This is an optimization exercise on Yosys and OpenROAD, whose aim is small area, not a production implementation. RTL that was checked went through simulation tests only; none was proved equivalent to the original. Power is estimated from default activity; no workload was simulated.

==> job 6053 <==
Design sme, start of the top module:
module sme #(
    parameter int max_string_len  = 32,
    parameter int max_pattern_len = 8
) (
    input  logic                                 clk,
    input  logic                                 reset,
    input  sme_pkg::char_t                       chardata,
    input  logic                                 isstring,
    input  logic                                 ispattern,
    output logic                                 valid,
    output logic                                 match,
    output logic [$clog2(max_string_len)-1:0]    match_index
);
==> module sme, before the edit <==
module sme #(
    parameter int max_string_len  = 32,
    parameter int max_pattern_len = 8
) (
    input  logic                                 clk,
    input  logic                                 reset,
    input  sme_pkg::char_t                       chardata,
    input  logic                                 isstring,
    input  logic                                 ispattern,
    output logic                                 valid,
    output logic                                 match,
    output logic [$clog2(max_string_len)-1:0]    match_index
);
    logic [8*32-1:0] ring;         
    logic            isstring_d;
    logic [5:0]      tlen;         
    logic [4:0]      pos;          
    wire       t_first = isstring & ~isstring_d;
    wire       t_wr    = isstring & (t_first | ~tlen[5]);
    wire [7:0] c       = ring[255:248];
    always_ff @(posedge clk) begin
        isstring_d <= isstring;
        ring       <= {ring[247:0], t_wr ? chardata : c};
    end
    always_ff @(posedge clk or posedge reset) begin
        if (reset) begin
            tlen <= '0;
            pos  <= '0;
        end else begin
            if (t_first)   tlen <= 6'd1;
            else if (t_wr) tlen <= tlen + 6'd1;
            pos <= t_first ? 5'd1 : pos + 5'd1;
        end
    end
    logic [7:0] pat [8];
    logic       ispattern_d;
    logic [3:0] rcnt;              
    logic       head;
    wire p_first = ispattern & ~ispattern_d;
    wire p_caret = (chardata == sme_pkg::char_head);
    wire p_take  = ispattern & (p_first | ~rcnt[3]);
    wire p_store = p_take & ~(p_first & p_caret);
    always_ff @(posedge clk) begin
        ispattern_d <= ispattern;
        if (p_first) begin
            rcnt <= 4'd1;
            head <= p_caret;
        end else if (p_take) begin
            rcnt <= rcnt + 4'd1;
        end
        if (p_store) begin
            pat[0] <= chardata;
            for (int k = 1; k < 8; k++) pat[k] <= pat[k-1];
        end
    end
    wire [3:0] nst = rcnt - {3'd0, head};
    logic [8:0] used;              
    always_comb begin
        for (int k = 0; k < 8; k++) used[k] = (nst > k);
        used[8] = 1'b0;
    end
    logic       srch;              
    logic       started;           
    logic       xw;                
    logic       prev_sp;           
    logic [7:0] d;                 
    wire run_end = ispattern_d & ~ispattern;
    wire active  = srch | run_end;
    wire step    = active & (started | (pos == 5'd0));
    wire bnd     = ({xw, pos} == tlen);       
    wire sp      = (c == sme_pkg::char_space);
    wire start   = ~head | prev_sp;
    wire tail    = used[0] & (pat[0] == sme_pkg::char_tail);
    logic [7:0] lm;
    logic [7:0] dn;
    always_comb begin
        for (int k = 0; k < 8; k++) begin
            lm[k] = ~bnd & ((pat[k] == sme_pkg::char_any) | (pat[k] == c));
            if (k == 0 && tail) lm[k] = bnd | sp;
            dn[k] = lm[k] & (used[k+1] ? ((k < 7) ? d[(k+1)%8] : 1'b0) : start);
        end
    end
    wire       hit    = used[0] ? dn[0] : start;
    wire       finish = step & (hit | bnd);
    wire [2:0] off    = nst[2:0] - 3'd1;
    always_ff @(posedge clk) begin
        d           <= step ? dn : 8'd0;
        prev_sp     <= step ? sp : 1'b1;
        xw          <= step & (xw | (pos == 5'd31));
        match       <= hit;
        match_index <= (hit & used[0]) ? (pos - {2'd0, off}) : 5'd0;
    end
    always_ff @(posedge clk or posedge reset) begin
        if (reset) begin
            srch    <= 1'b0;
            started <= 1'b0;
            valid   <= 1'b0;
        end else begin
            srch    <= active & ~finish;
            started <= step & ~finish;
            valid   <= finish;
        end
    end
endmodule
clock: 10.0 ns
lec_check: 0
cap_margin: 20
core_margin: 2
core_utilization: 70
cts_buf_list: sky130_fd_sc_hd__clkbuf_16
cts_cluster_diameter: 45
cts_cluster_size: 30
slew_margin: 20
run.sh (not shown) runs the stock make flow with config.mk's settings and CLKGATE_MAP_FILE= SYNTH_SCRIPT=/design/flow/synth_recipe.tcl, a recipe that flattens the netlist after the stock synthesis.
==> job 4978: changes against job 6053 <==
==> flow/design.v (replaced) <==
package sme_pkg;
    typedef logic [7:0] char_t;
    localparam char_t char_any   = 8'h2E;  
    localparam char_t char_head  = 8'h5E;  
    localparam char_t char_tail  = 8'h24;  
    localparam char_t char_space = 8'h20;
    typedef enum logic [1:0] {
        st_idle = 2'd0,
        st_scan = 2'd1,
        st_done = 2'd2
    } engine_state_t;
endpackage
module sme #(
    parameter int max_string_len  = 32,
    parameter int max_pattern_len = 8
) (
    input  logic                                 clk,
    input  logic                                 reset,
    input  sme_pkg::char_t                       chardata,
    input  logic                                 isstring,
    input  logic                                 ispattern,
    output logic                                 valid,
    output logic                                 match,
    output logic [$clog2(max_string_len)-1:0]    match_index
);
    logic [8*32-1:0] ring;         
    logic            isstring_d;
    logic [5:0]      tlen;         
    logic [4:0]      pos;          
    wire       t_first = isstring & ~isstring_d;
    wire       t_wr    = isstring & (t_first | ~tlen[5]);
    wire [7:0] c       = ring[255:248];
    always_ff @(posedge clk) begin
        isstring_d <= isstring;
        ring       <= {ring[247:0], t_wr ? chardata : c};
    end
    wire [4:0] pos_n = t_first ? 5'd1 : pos + 5'd1;
    always_ff @(posedge clk or posedge reset) begin
        if (reset) pos <= '0;
        else       pos <= pos_n;
    end
    always_ff @(posedge clk or posedge reset) begin
        if (reset) begin
            tlen <= '0;
        end else if (t_wr) begin
            tlen <= {~t_first & (pos == 5'd31), pos_n};
        end
    end
    logic [63:0] pq;
    logic        ispattern_d;
    logic [3:0]  ns;               
    logic        head;             
    logic        tail;             
    logic [2:0]  a;                
    logic [2:0]  e;                
    wire p_first = ispattern & ~ispattern_d;
    wire p_caret = (chardata == sme_pkg::char_head);
    wire p_more  = ~(ns[3] | (ns[2:0] == 3'd7 & head));    
    wire p_take  = ispattern & (p_first | p_more);
    wire p_store = p_take & ~(p_first & p_caret);
    wire p_fst   = p_store & (p_first | (ns == 4'd0));
    always_ff @(posedge clk) begin
        ispattern_d <= ispattern;
        pq <= {p_store ? chardata : pq[7:0], pq[63:8]};
        a  <= p_fst ? 3'd7 : a - 3'd1;
        e  <= p_store ? 3'd7 : e - 3'd1;
        if (p_first) begin
            ns   <= {3'd0, ~p_caret};
            head <= p_caret;
        end else if (p_store) begin
            ns   <= ns + 4'd1;
        end
        if (p_take) tail <= (chardata == sme_pkg::char_tail);
    end
    wire       m0   = (ns == {3'd0, tail});         
    wire [2:0] b    = e - {2'd0, tail};             
    logic       srch;              
    logic       started;           
    logic       xw;                
    logic       prev_sp;           
    logic       pend;              
    logic [7:0] d;                 
    wire run_end = ispattern_d & ~ispattern;
    wire active  = srch | run_end;
    wire step    = active & (started | (pos == 5'd0));
    wire bnd     = ({xw, pos} == tlen);       
    wire sp      = (c == sme_pkg::char_space);
    wire start   = ~head | prev_sp;
    logic [7:0] dn;
    logic       cc;
    always_comb begin
        cc = 1'b0;
        for (int j = 0; j < 8; j++) begin
            dn[j] = ((pq[8*j +: 8] == sme_pkg::char_any) | (pq[8*j +: 8] == c)) &
                    ((a == 3'(j)) ? start : d[j]);
            cc = cc | (dn[j] & (b == 3'(j)));
        end
    end
    wire       pend_e = m0 ? start : pend;
    wire       hit    = tail ? (pend_e & (bnd | sp)) : (m0 ? start : (cc & ~bnd));
    wire       finish = step & (hit | bnd);
    always_ff @(posedge clk) begin
        d           <= step ? dn : 8'd0;
        pend        <= step & cc;
        prev_sp     <= step ? sp : 1'b1;
        xw          <= finish ? hit : (step & (xw | (pos == 5'd31)));
    end
    always_ff @(posedge clk or posedge reset) begin
        if (reset) begin
            srch    <= 1'b0;
            started <= 1'b0;
        end else begin
            srch    <= active & ~finish;
            started <= step;
        end
    end
    assign valid = started & ~srch;
    assign match = xw;
    assign match_index = (match & (ns != 4'd0)) ? (pos - {1'b0, ns}) : 5'd0;
endmodule
Settings changed: CTS_BUF_LIST sky130_fd_sc_hd__clkbuf_16 to sky130_fd_sc_hd__clkbuf_8, CTS_CLUSTER_DIAMETER 45 to 60, CTS_CLUSTER_SIZE 30 to 20.
==> job 6851: changes against job 6053 <==
--- a/flow/design.v
+++ b/flow/design.v
@@ -35,45 +35,47 @@
         ring       <= {ring[247:0], t_wr ? chardata : c};
     end
+    wire [4:0] pos_n = t_first ? 5'd1 : pos + 5'd1;
+    always_ff @(posedge clk) begin
+        pos <= pos_n;
+    end
     always_ff @(posedge clk or posedge reset) begin
         if (reset) begin
             tlen <= '0;
-            pos  <= '0;
-        end else begin
-            if (t_first)   tlen <= 6'd1;
-            else if (t_wr) tlen <= tlen + 6'd1;
-            pos <= t_first ? 5'd1 : pos + 5'd1;
+        end else if (t_wr) begin
+            tlen <= {~t_first & (pos == 5'd31), pos_n};
         end
     end
-    logic [7:0] pat [8];
-    logic       ispattern_d;
-    logic [3:0] rcnt;              
-    logic       head;
+    logic [63:0] pq;
+    logic        ispattern_d;
+    logic [3:0]  ns;               
+    logic        head;             
+    logic        tail;             
+    logic [2:0]  a;
     wire p_first = ispattern & ~ispattern_d;
     wire p_caret = (chardata == sme_pkg::char_head);
-    wire p_take  = ispattern & (p_first | ~rcnt[3]);
+    wire p_more  = ~(ns[3] | (ns[2:0] == 3'd7 & head));    
+    wire p_take  = ispattern & (p_first | p_more);
     wire p_store = p_take & ~(p_first & p_caret);
+    wire p_fst   = p_store & (p_first | (ns == 4'd0));
     always_ff @(posedge clk) begin
         ispattern_d <= ispattern;
+        pq <= {p_store ? chardata : pq[7:0], pq[63:8]};
+        a  <= p_fst ? 3'd7 : a - 3'd1;
         if (p_first) begin
-            rcnt <= 4'd1;
+            ns   <= {3'd0, ~p_caret};
             head <= p_caret;
-        end else if (p_take) begin
-            rcnt <= rcnt + 4'd1;
+        end else if (p_store) begin
+            ns   <= ns + 4'd1;
         end
-        if (p_store) begin
-            pat[0] <= chardata;
-            for (int k = 1; k < 8; k++) pat[k] <= pat[k-1];
-        end
+        if (p_take) tail <= (chardata == sme_pkg::char_tail);
     end
-    wire [3:0] nst = rcnt - {3'd0, head};
-    logic [8:0] used;              
-    always_comb begin
-        for (int k = 0; k < 8; k++) used[k] = (nst > k);
-        used[8] = 1'b0;
-    end
+    wire [3:0] m    = ns - {3'd0, tail};            
+    wire       m0   = (m == 4'd0);
+    wire [2:0] b    = a + m[2:0] - 3'd1;            
     logic       srch;              
     logic       started;           
     logic       xw;                
     logic       prev_sp;           
+    logic       pend;              
     logic [7:0] d;                 
     wire run_end = ispattern_d & ~ispattern;
@@ -83,23 +85,23 @@
     wire sp      = (c == sme_pkg::char_space);
     wire start   = ~head | prev_sp;
-    wire tail    = used[0] & (pat[0] == sme_pkg::char_tail);
-    logic [7:0] lm;
     logic [7:0] dn;
+    logic       cc;
     always_comb begin
-        for (int k = 0; k < 8; k++) begin
-            lm[k] = ~bnd & ((pat[k] == sme_pkg::char_any) | (pat[k] == c));
-            if (k == 0 && tail) lm[k] = bnd | sp;
-            dn[k] = lm[k] & (used[k+1] ? ((k < 7) ? d[(k+1)%8] : 1'b0) : start);
+        cc = 1'b0;
+        for (int j = 0; j < 8; j++) begin
+            dn[j] = ((pq[8*j +: 8] == sme_pkg::char_any) | (pq[8*j +: 8] == c)) &
+                    ((a == 3'(j)) ? start : d[j]);
+            cc = cc | (dn[j] & (b == 3'(j)));
         end
     end
-    wire       hit    = used[0] ? dn[0] : start;
+    wire       pend_e = m0 ? start : pend;
+    wire       hit    = tail ? (pend_e & (bnd | sp)) : (m0 ? start : (cc & ~bnd));
     wire       finish = step & (hit | bnd);
-    wire [2:0] off    = nst[2:0] - 3'd1;
     always_ff @(posedge clk) begin
         d           <= step ? dn : 8'd0;
+        pend        <= step & cc;
         prev_sp     <= step ? sp : 1'b1;
         xw          <= step & (xw | (pos == 5'd31));
         match       <= hit;
-        match_index <= (hit & used[0]) ? (pos - {2'd0, off}) : 5'd0;
     end
     always_ff @(posedge clk or posedge reset) begin
@@ -114,3 +116,4 @@
         end
     end
+    assign match_index = (match & (ns != 4'd0)) ? (pos - {1'b0, ns}) : 5'd0;
 endmodule
Settings changed: CTS_CLUSTER_DIAMETER 45 to 100.
==> comparison table <==
	job 4978	job 6053	job 6851
Outcome	finished clean	finished clean	finished clean
Count of filler cells inserted in the layout	837	734	802
Worst hold slack after final layout	0.332 ns	0.296 ns	0.325 ns
Total met2 wirelength after detailed routing	7.02 mm	8.00 mm	7.65 mm
Synth top area share	0.715	0.559	0.718
Worst hold path startpoint	ring[46]	ring[84]	ring[235]
Kind of start point of the critical path	flop	primary input	flop
Clock-cell share of area	0.0347	0.0843	0.0376
# nets final	733	702	732
Non-clk buf share	0.0190	0.0174	0.0175
Non-Filler Instances	881	876	876
Pwr/cell area	258 mW/mm^2	269 mW/mm^2	275 mW/mm^2
Die outline height	121 um	123 um	121 um
Post-route total power	2.64 mW	3.02 mW	2.84 mW
The RTL of job 6851 was laid out without a check of its function.

## static timing again, ports no longer ideal
No port has a modelled driver above. Below, the same layouts with a new extraction and two added sets of constraints. Step 1: set_driving_cell puts a clkbuf_16 on clk and a buf_2 on each other input, an assumption about the parent block. Step 2 also shifts input and output timing later by t, the mid clock arrival at the registers, as if the neighbouring blocks saw the same clock. a / b / c = ideal ports / drivers / drivers and shift; a / b = the first two.
run	shift t [ns]	slack for setup (ns)	worst setup path after step 2	slew at the worst register clock pin (ns)
job 6053	0.570	6.266 / 6.283 / 5.714	input to register	0.10 / 0.10
job 4978	0.577	5.235 / 5.195 / 5.772	register to output	0.12 / 0.12
job 6851	0.522	5.337 / 5.296 / 5.818	register to output	0.11 / 0.11
After both steps setup and hold are still met in every run listed. The setup slack of job 6053, which loses most, moves by +0.017 ns with the drivers and by -0.552 ns with both steps.
